What follows belongs to an exercise in optimizing a design on an open flow for small area and a short achievable clock period; a production flow would make more cautious choices.
RTL that was checked went through simulation tests only; none was proved equivalent to the original.
No activity file was given, so power comes from the tool's default toggle rates.

// mjd_bcd_to_calendar_time
module mjd_bcd_to_calendar_time (
    input  logic        i_clk,
    input  logic        i_rst_n,
    input  logic        start,
    output logic        busy,
    input  logic [15:0] i_mjd,
    input  logic [7:0]  i_hour_bcd,
    input  logic [7:0]  i_minute_bcd,
    input  logic [7:0]  i_second_bcd,
    output logic        o_valid,
    output logic [10:0] o_year,
    output logic [3:0]  o_month_num,
    output logic [4:0]  o_day_of_month,
    output logic [2:0]  o_weekday,
    output logic [7:0]  o_hour_bin,
    output logic [7:0]  o_minute_bin,
    output logic [7:0]  o_second_bin
);
Size: ~640 cells after synthesis, about 5900 sq um of cells after synthesis.
export LEC_CHECK = 0
export ABC_CLOCK_PERIOD_IN_PS = 3500
export CAP_MARGIN = 20
export CORE_MARGIN = 2
export CORE_UTILIZATION = 60
export SETUP_SLACK_MARGIN = 4.1
export SLEW_MARGIN = 20
create_clock -name core_clock -period 7.5 [get_ports {i_clk}]
standard.sh (not shown) runs the stock make flow with config.mk's settings and CLKGATE_MAP_FILE= SYNTH_SCRIPT=/design/flow/synth_recipe.tcl, a recipe that flattens the netlist after the stock synthesis.
==> flow/flow/run.sh <==
#!/bin/bash
# layout flow: the standard synthesis, then its combinational logic re-mapped by
# abc as plain gates (flow/remap.tcl; every register kept with its name and cell;
# the logic before the first registers mapped for delay),
# then the rest of the standard flow, with the port buffers as plain buf_1 cells
# instead of the cell buffer_ports picks by default, and a clock tree over larger
# sink clusters without dummy balancing loads.
# each tool's output goes to a log of its own in this folder
set -euo pipefail
export BUFFER_PORTS_ARGS="-buffer_cell sky130_fd_sc_hd__buf_1"
export CTS_ARGS="-sink_clustering_enable -repair_clock_nets -dont_use_dummy_load -buf_list sky130_fd_sc_hd__clkbuf_8 -sink_clustering_size 30 -sink_clustering_max_diameter 100"
bash standard.sh synth > synth_run.log 2>&1
R=orfs/results/$FLOW_PLATFORM/mjd_bcd_to_calendar_time/base
cp $R/1_2_yosys.v standard_synth.v
REMAP_LIB=$FLOW_HOME/platforms/sky130hd/lib/sky130_fd_sc_hd__tt_025C_1v80.lib \
REMAP_IN=standard_synth.v REMAP_TOP=$FLOW_TOP REMAP_PS=3500 REMAP_OUT=$R/1_2_yosys.v \
    yosys -c flow/remap.tcl > remap.log 2>&1
rm -f $R/1_synth.odb $R/1_synth.sdc
bash standard.sh > standard_run.log 2>&1
Other scripts of this flow, unchanged in this note and not shown: flow/flow/remap.tcl
Rerun with:
--- a/flow/design.v
+++ b/flow/design.v
@@ -185,18 +185,18 @@
         else if (ge9(c_doy, 9'd184)) begin month = 4'd9; dadd = 5'd9; end
         else if (ge9(c_doy, 9'd153)) begin month = 4'd8; dadd = 5'd8; end
         else if (ge9(c_doy, 9'd122)) begin month = 4'd7; dadd = 5'd7; end
         else if (ge9(c_doy, 9'd92)) begin month = 4'd6; dadd = 5'd5; end
         else if (ge9(c_doy, 9'd61)) begin month = 4'd5; dadd = 5'd4; end
         else if (ge9(c_doy, 9'd31)) begin month = 4'd4; dadd = 5'd2; end
         else                           begin month = 4'd3; dadd = 5'd1; end
         k      = ge9(c_doy, 9'd306);
-        year_s = add12({4'b0, c_y0}, 12'd1896, k);
-        c_year = year_s[10:0];
+        year_s = add12({4'b0, c_y0}, 12'd104, k);
+        c_year = {3'b111, year_s[7:0]};
         day_s  = add12({7'b0, c_doy[4:0]}, {7'b0, dadd}, 1'b0);
         c_day  = day_s[4:0];
     end
     generate if (CUT3) begin : g_cut3
         always_ff @(posedge i_clk) begin
             if (!i_rst_n) o_valid <= 1'b0;
             else          o_valid <= c_valid;
             o_year    <= c_year;
=> The new run produced a clean layout. Combinational power came out higher by roughly a tenth. Wire length came out lower by a few percent. Maximum frequency is about the same. Design area came out higher slightly. Worst hold slack got worse by 5.6 ps. Non-clock buffer count stays the same. Via count came out lower slightly. Cell count came out lower slightly.
For the second run of this note, only the layout was checked, not whether the RTL still works.

---

Another version of the RTL of mjd_bcd_to_calendar_time (not shown whole).
Size: ~740 cells after synthesis, roughly 92 I/O pins, about 7100 µm² of cells after synthesis.
==> module mjdc_date, before the edit <==
module mjdc_date (
    input  logic        i_clk,
    input  logic        i_rst_n,
    input  logic        i_valid,
    input  logic [15:0] i_mjd,
    output logic        o_valid,
    output logic [10:0] o_year,
    output logic [3:0]  o_month,
    output logic [4:0]  o_day,
    output logic [2:0]  o_weekday
);
    logic        early;
    logic [5:0]  qp;       
    logic [10:0] rh;       
    logic [11:0] r1;
    logic [5:0]  ws;
    logic [3:0]  wt;
    logic [2:0]  wd;
    logic [11:0] a_r1;     
    logic [5:0]  a_qp;
    logic [2:0]  a_wd;
    always_comb begin
        early = i_mjd < MJD_FIRST;
        case (i_mjd[15:11])
            5'd0: begin qp = 6'd0; rh = 11'd0; end
            5'd1: begin qp = 6'd0; rh = 11'd0; end
            5'd2: begin qp = 6'd0; rh = 11'd0; end
            5'd3: begin qp = 6'd0; rh = 11'd0; end
            5'd4: begin qp = 6'd0; rh = 11'd0; end
            5'd5: begin qp = 6'd0; rh = 11'd0; end
            5'd6: begin qp = 6'd0; rh = 11'd0; end
            5'd7: begin qp = 6'd0; rh = 11'd718; end
            5'd8: begin qp = 6'd1; rh = 11'd1305; end
            5'd9: begin qp = 6'd3; rh = 11'd431; end
            5'd10: begin qp = 6'd4; rh = 11'd1018; end
            5'd11: begin qp = 6'd6; rh = 11'd144; end
            5'd12: begin qp = 6'd7; rh = 11'd731; end
            5'd13: begin qp = 6'd8; rh = 11'd1318; end
            5'd14: begin qp = 6'd10; rh = 11'd444; end
            5'd15: begin qp = 6'd11; rh = 11'd1031; end
            5'd16: begin qp = 6'd13; rh = 11'd157; end
            5'd17: begin qp = 6'd14; rh = 11'd744; end
            5'd18: begin qp = 6'd15; rh = 11'd1331; end
            5'd19: begin qp = 6'd17; rh = 11'd457; end
            5'd20: begin qp = 6'd18; rh = 11'd1044; end
            5'd21: begin qp = 6'd20; rh = 11'd170; end
            5'd22: begin qp = 6'd21; rh = 11'd757; end
            5'd23: begin qp = 6'd22; rh = 11'd1344; end
            5'd24: begin qp = 6'd24; rh = 11'd470; end
            5'd25: begin qp = 6'd25; rh = 11'd1057; end
            5'd26: begin qp = 6'd27; rh = 11'd183; end
            5'd27: begin qp = 6'd28; rh = 11'd770; end
            5'd28: begin qp = 6'd29; rh = 11'd1357; end
            5'd29: begin qp = 6'd31; rh = 11'd483; end
            5'd30: begin qp = 6'd32; rh = 11'd1070; end
            5'd31: begin qp = 6'd34; rh = 11'd196; end
            default: begin qp = 6'd0; rh = 11'd0; end
        endcase
        r1 = {1'b0, rh} + {1'b0, i_mjd[10:0]};
        ws = {3'b0, i_mjd[2:0]} + {3'b0, i_mjd[5:3]} + {3'b0, i_mjd[8:6]} + {3'b0, i_mjd[11:9]}
           + {3'b0, i_mjd[14:12]} + {5'b0, i_mjd[15]} + 6'd2;
        wt = {1'b0, ws[2:0]} + {1'b0, ws[5:3]};
        wd = ((wt >= 4'd7) ? 3'(wt - 4'd7) : wt[2:0]) + 3'd1;
        a_r1 = early ? 12'd306 : r1;
        a_qp = early ? 6'd27   : qp;
        a_wd = early ? 3'd6    : wd;
    end
    logic        b_valid;
    logic [11:0] b_r1;
    logic [5:0]  b_qp;
    logic [2:0]  b_wd;
    generate if (CUT1) begin : g_cut1
        always_ff @(posedge i_clk) begin
            if (!i_rst_n) b_valid <= 1'b0;
            else          b_valid <= i_valid;
            b_r1    <= a_r1;
            b_qp    <= a_qp;
            b_wd    <= a_wd;
        end
    end else begin : g_nocut1
        assign b_valid = i_valid;
        assign b_r1    = a_r1;
        assign b_qp    = a_qp;
        assign b_wd    = a_wd;
    end endgenerate
    logic [3:0]  yc;       
    logic [11:0] ystart;   
    logic [8:0]  b_doy;    
    always_comb begin
        if      (b_r1 >= 12'd3287) begin yc = 4'd9; ystart = 12'd3287; end
        else if (b_r1 >= 12'd2922) begin yc = 4'd8; ystart = 12'd2922; end
        else if (b_r1 >= 12'd2556) begin yc = 4'd7; ystart = 12'd2556; end
        else if (b_r1 >= 12'd2191) begin yc = 4'd6; ystart = 12'd2191; end
        else if (b_r1 >= 12'd1826) begin yc = 4'd5; ystart = 12'd1826; end
        else if (b_r1 >= 12'd1461) begin yc = 4'd4; ystart = 12'd1461; end
        else if (b_r1 >= 12'd1095) begin yc = 4'd3; ystart = 12'd1095; end
        else if (b_r1 >= 12'd730)  begin yc = 4'd2; ystart = 12'd730;  end
        else if (b_r1 >= 12'd365)  begin yc = 4'd1; ystart = 12'd365;  end
        else                       begin yc = 4'd0; ystart = 12'd0;    end
        b_doy = 9'(b_r1 - ystart);
    end
    logic        c_valid;
    logic [8:0]  c_doy;
    logic [7:0]  c_y0;     
    logic [2:0]  c_wd;
    generate if (CUT2) begin : g_cut2
        always_ff @(posedge i_clk) begin
            if (!i_rst_n) c_valid <= 1'b0;
            else          c_valid <= b_valid;
            c_doy <= b_doy;
            c_y0  <= {b_qp, 2'b00} + {4'b0, yc};
            c_wd  <= b_wd;
        end
    end else begin : g_nocut2
        assign c_valid = b_valid;
        assign c_doy   = b_doy;
        assign c_y0    = {b_qp, 2'b00} + {4'b0, yc};
        assign c_wd    = b_wd;
    end endgenerate
    logic [3:0]  month;
    logic [8:0]  moff;
    logic        k;
    logic [10:0] c_year;
    logic [4:0]  c_day;
    always_comb begin
        if      (c_doy >= 9'd337) begin month = 4'd2;  moff = 9'd337; end
        else if (c_doy >= 9'd306) begin month = 4'd1;  moff = 9'd306; end
        else if (c_doy >= 9'd275) begin month = 4'd12; moff = 9'd275; end
        else if (c_doy >= 9'd245) begin month = 4'd11; moff = 9'd245; end
        else if (c_doy >= 9'd214) begin month = 4'd10; moff = 9'd214; end
        else if (c_doy >= 9'd184) begin month = 4'd9;  moff = 9'd184; end
        else if (c_doy >= 9'd153) begin month = 4'd8;  moff = 9'd153; end
        else if (c_doy >= 9'd122) begin month = 4'd7;  moff = 9'd122; end
        else if (c_doy >= 9'd92)  begin month = 4'd6;  moff = 9'd92;  end
        else if (c_doy >= 9'd61)  begin month = 4'd5;  moff = 9'd61;  end
        else if (c_doy >= 9'd31)  begin month = 4'd4;  moff = 9'd31;  end
        else                      begin month = 4'd3;  moff = 9'd0;   end
        k      = c_doy >= 9'd306;
        c_year = 11'd1896 + {3'b0, c_y0} + {10'b0, k};
        c_day  = 5'(c_doy - moff) + 5'd1;
    end
    generate if (CUT3) begin : g_cut3
        always_ff @(posedge i_clk) begin
            if (!i_rst_n) o_valid <= 1'b0;
            else          o_valid <= c_valid;
            o_year    <= c_year;
            o_month   <= month;
            o_day     <= c_day;
            o_weekday <= c_wd;
        end
    end else begin : g_nocut3
        assign o_valid   = c_valid;
        assign o_year    = c_year;
        assign o_month   = month;
        assign o_day     = c_day;
        assign o_weekday = c_wd;
    end endgenerate
endmodule
make LEC_CHECK=0 ABC_CLOCK_PERIOD_IN_PS=3500 CAP_MARGIN=20 CORE_MARGIN=2 CORE_UTILIZATION=40 SETUP_SLACK_MARGIN=4.0 SLEW_MARGIN=20 finish   # period 7.5 ns
run.sh (not shown) runs the stock make flow with config.mk's settings and CLKGATE_MAP_FILE= SYNTH_SCRIPT=/design/flow/synth_recipe.tcl, a recipe that flattens the netlist after the stock synthesis.
Stock flow here: none of the scripts above is used.
==> next run, changes <==
--- a/flow/design.v
+++ b/flow/design.v
@@ -24,12 +24,8 @@
     logic [5:0]  qp;       
     logic [10:0] rh;       
     logic [11:0] r1;
-    logic [5:0]  ws;
-    logic [3:0]  wt;
-    logic [2:0]  wd;
     logic [11:0] a_r1;     
     logic [5:0]  a_qp;
-    logic [2:0]  a_wd;
     always_comb begin
         early = i_mjd < MJD_FIRST;
         case (i_mjd[15:11])
@@ -68,35 +64,31 @@
             default: begin qp = 6'd0; rh = 11'd0; end
         endcase
         r1 = {1'b0, rh} + {1'b0, i_mjd[10:0]};
-        ws = {3'b0, i_mjd[2:0]} + {3'b0, i_mjd[5:3]} + {3'b0, i_mjd[8:6]} + {3'b0, i_mjd[11:9]}
-           + {3'b0, i_mjd[14:12]} + {5'b0, i_mjd[15]} + 6'd2;
-        wt = {1'b0, ws[2:0]} + {1'b0, ws[5:3]};
-        wd = ((wt >= 4'd7) ? 3'(wt - 4'd7) : wt[2:0]) + 3'd1;
         a_r1 = early ? 12'd306 : r1;
         a_qp = early ? 6'd27   : qp;
-        a_wd = early ? 3'd6    : wd;
     end
     logic        b_valid;
     logic [11:0] b_r1;
     logic [5:0]  b_qp;
-    logic [2:0]  b_wd;
     generate if (CUT1) begin : g_cut1
         always_ff @(posedge i_clk) begin
             if (!i_rst_n) b_valid <= 1'b0;
             else          b_valid <= i_valid;
             b_r1    <= a_r1;
             b_qp    <= a_qp;
-            b_wd    <= a_wd;
         end
     end else begin : g_nocut1
         assign b_valid = i_valid;
         assign b_r1    = a_r1;
         assign b_qp    = a_qp;
-        assign b_wd    = a_wd;
     end endgenerate
     logic [3:0]  yc;       
     logic [11:0] ystart;   
     logic [8:0]  b_doy;    
+    logic [5:0]  ws;
+    logic [3:0]  wt;
+    logic [2:0]  wu;
+    logic [2:0]  b_wd;
     always_comb begin
         if      (b_r1 >= 12'd3287) begin yc = 4'd9; ystart = 12'd3287; end
         else if (b_r1 >= 12'd2922) begin yc = 4'd8; ystart = 12'd2922; end
@@ -109,6 +101,11 @@
         else if (b_r1 >= 12'd365)  begin yc = 4'd1; ystart = 12'd365;  end
         else                       begin yc = 4'd0; ystart = 12'd0;    end
         b_doy = 9'(b_r1 - ystart);
+        ws = {3'b0, b_r1[2:0]} + {3'b0, b_r1[5:3]} + {3'b0, b_r1[8:6]} + {3'b0, b_r1[11:9]}
+           + {3'b0, ~{b_qp[1:0], b_qp[2]}} + {3'b0, ~{b_qp[4:3], b_qp[5]}} + 6'd5;
+        wt = {1'b0, ws[2:0]} + {1'b0, ws[5:3]};
+        wu = wt[2:0] + {2'b0, wt[3]};
+        b_wd = (wu == 3'd7) ? 3'd1 : wu + 3'd1;
     end
     logic        c_valid;
     logic [8:0]  c_doy;
Result: The new run passed the timing, DRC and antenna checks. Setup slack improved by 0.39 ns. Design area went down by 0.79%. Clock-buffer cell count went up by 2. Combinational power went up by about 70%. Non-clock buffer count went up by 1. Via count went up by about 1.3%. Total power went up by 31%. Core utilization went down by 0.43 points. Die area stays flat.
Function was not checked in any run of this note: the RTL went through the layout flow alone.

[separate check: timing with driven ports]
Ports are ideal in the flow. The routed layouts listed here were re-timed in OpenROAD. Step 1, drivers: a clkbuf_16 drives i_clk and a buf_2 each remaining input, both assumed. Step 2 times the ports against the registers' clock, not the clock port: input delays grow and output delays shrink by t, the midpoint of the rising clock arrivals with the driver on. a / b / c = ideal ports / drivers / drivers and shift; a / b = the first two.
run | t, ns | setup WS [ns] | worst hold slack (ns) | worst register clock-pin slew, ns
the first run of note 1 | 0.432 | 4.177 / 4.151 / 3.810 | 0.320 / 0.320 / 0.320 | 0.08 / 0.08
the second run of note 1 | 0.447 | 4.184 / 4.160 / 3.818 | 0.314 / 0.314 / 0.314 | 0.08 / 0.08
the first run of note 2 | 0.448 | 2.153 / 2.153 / 1.706 | 0.321 / 0.321 / 0.321 | 0.06 / 0.06
the second run of note 2 | 0.450 | 2.540 / 2.540 / 2.540 | 0.321 / 0.321 / 0.321 | 0.06 / 0.06
After both steps setup and hold are still met in every run listed. For the first run of note 2, which loses most, drivers alone change the setup slack by 0.000 ns; drivers and shift together by -0.447 ns.
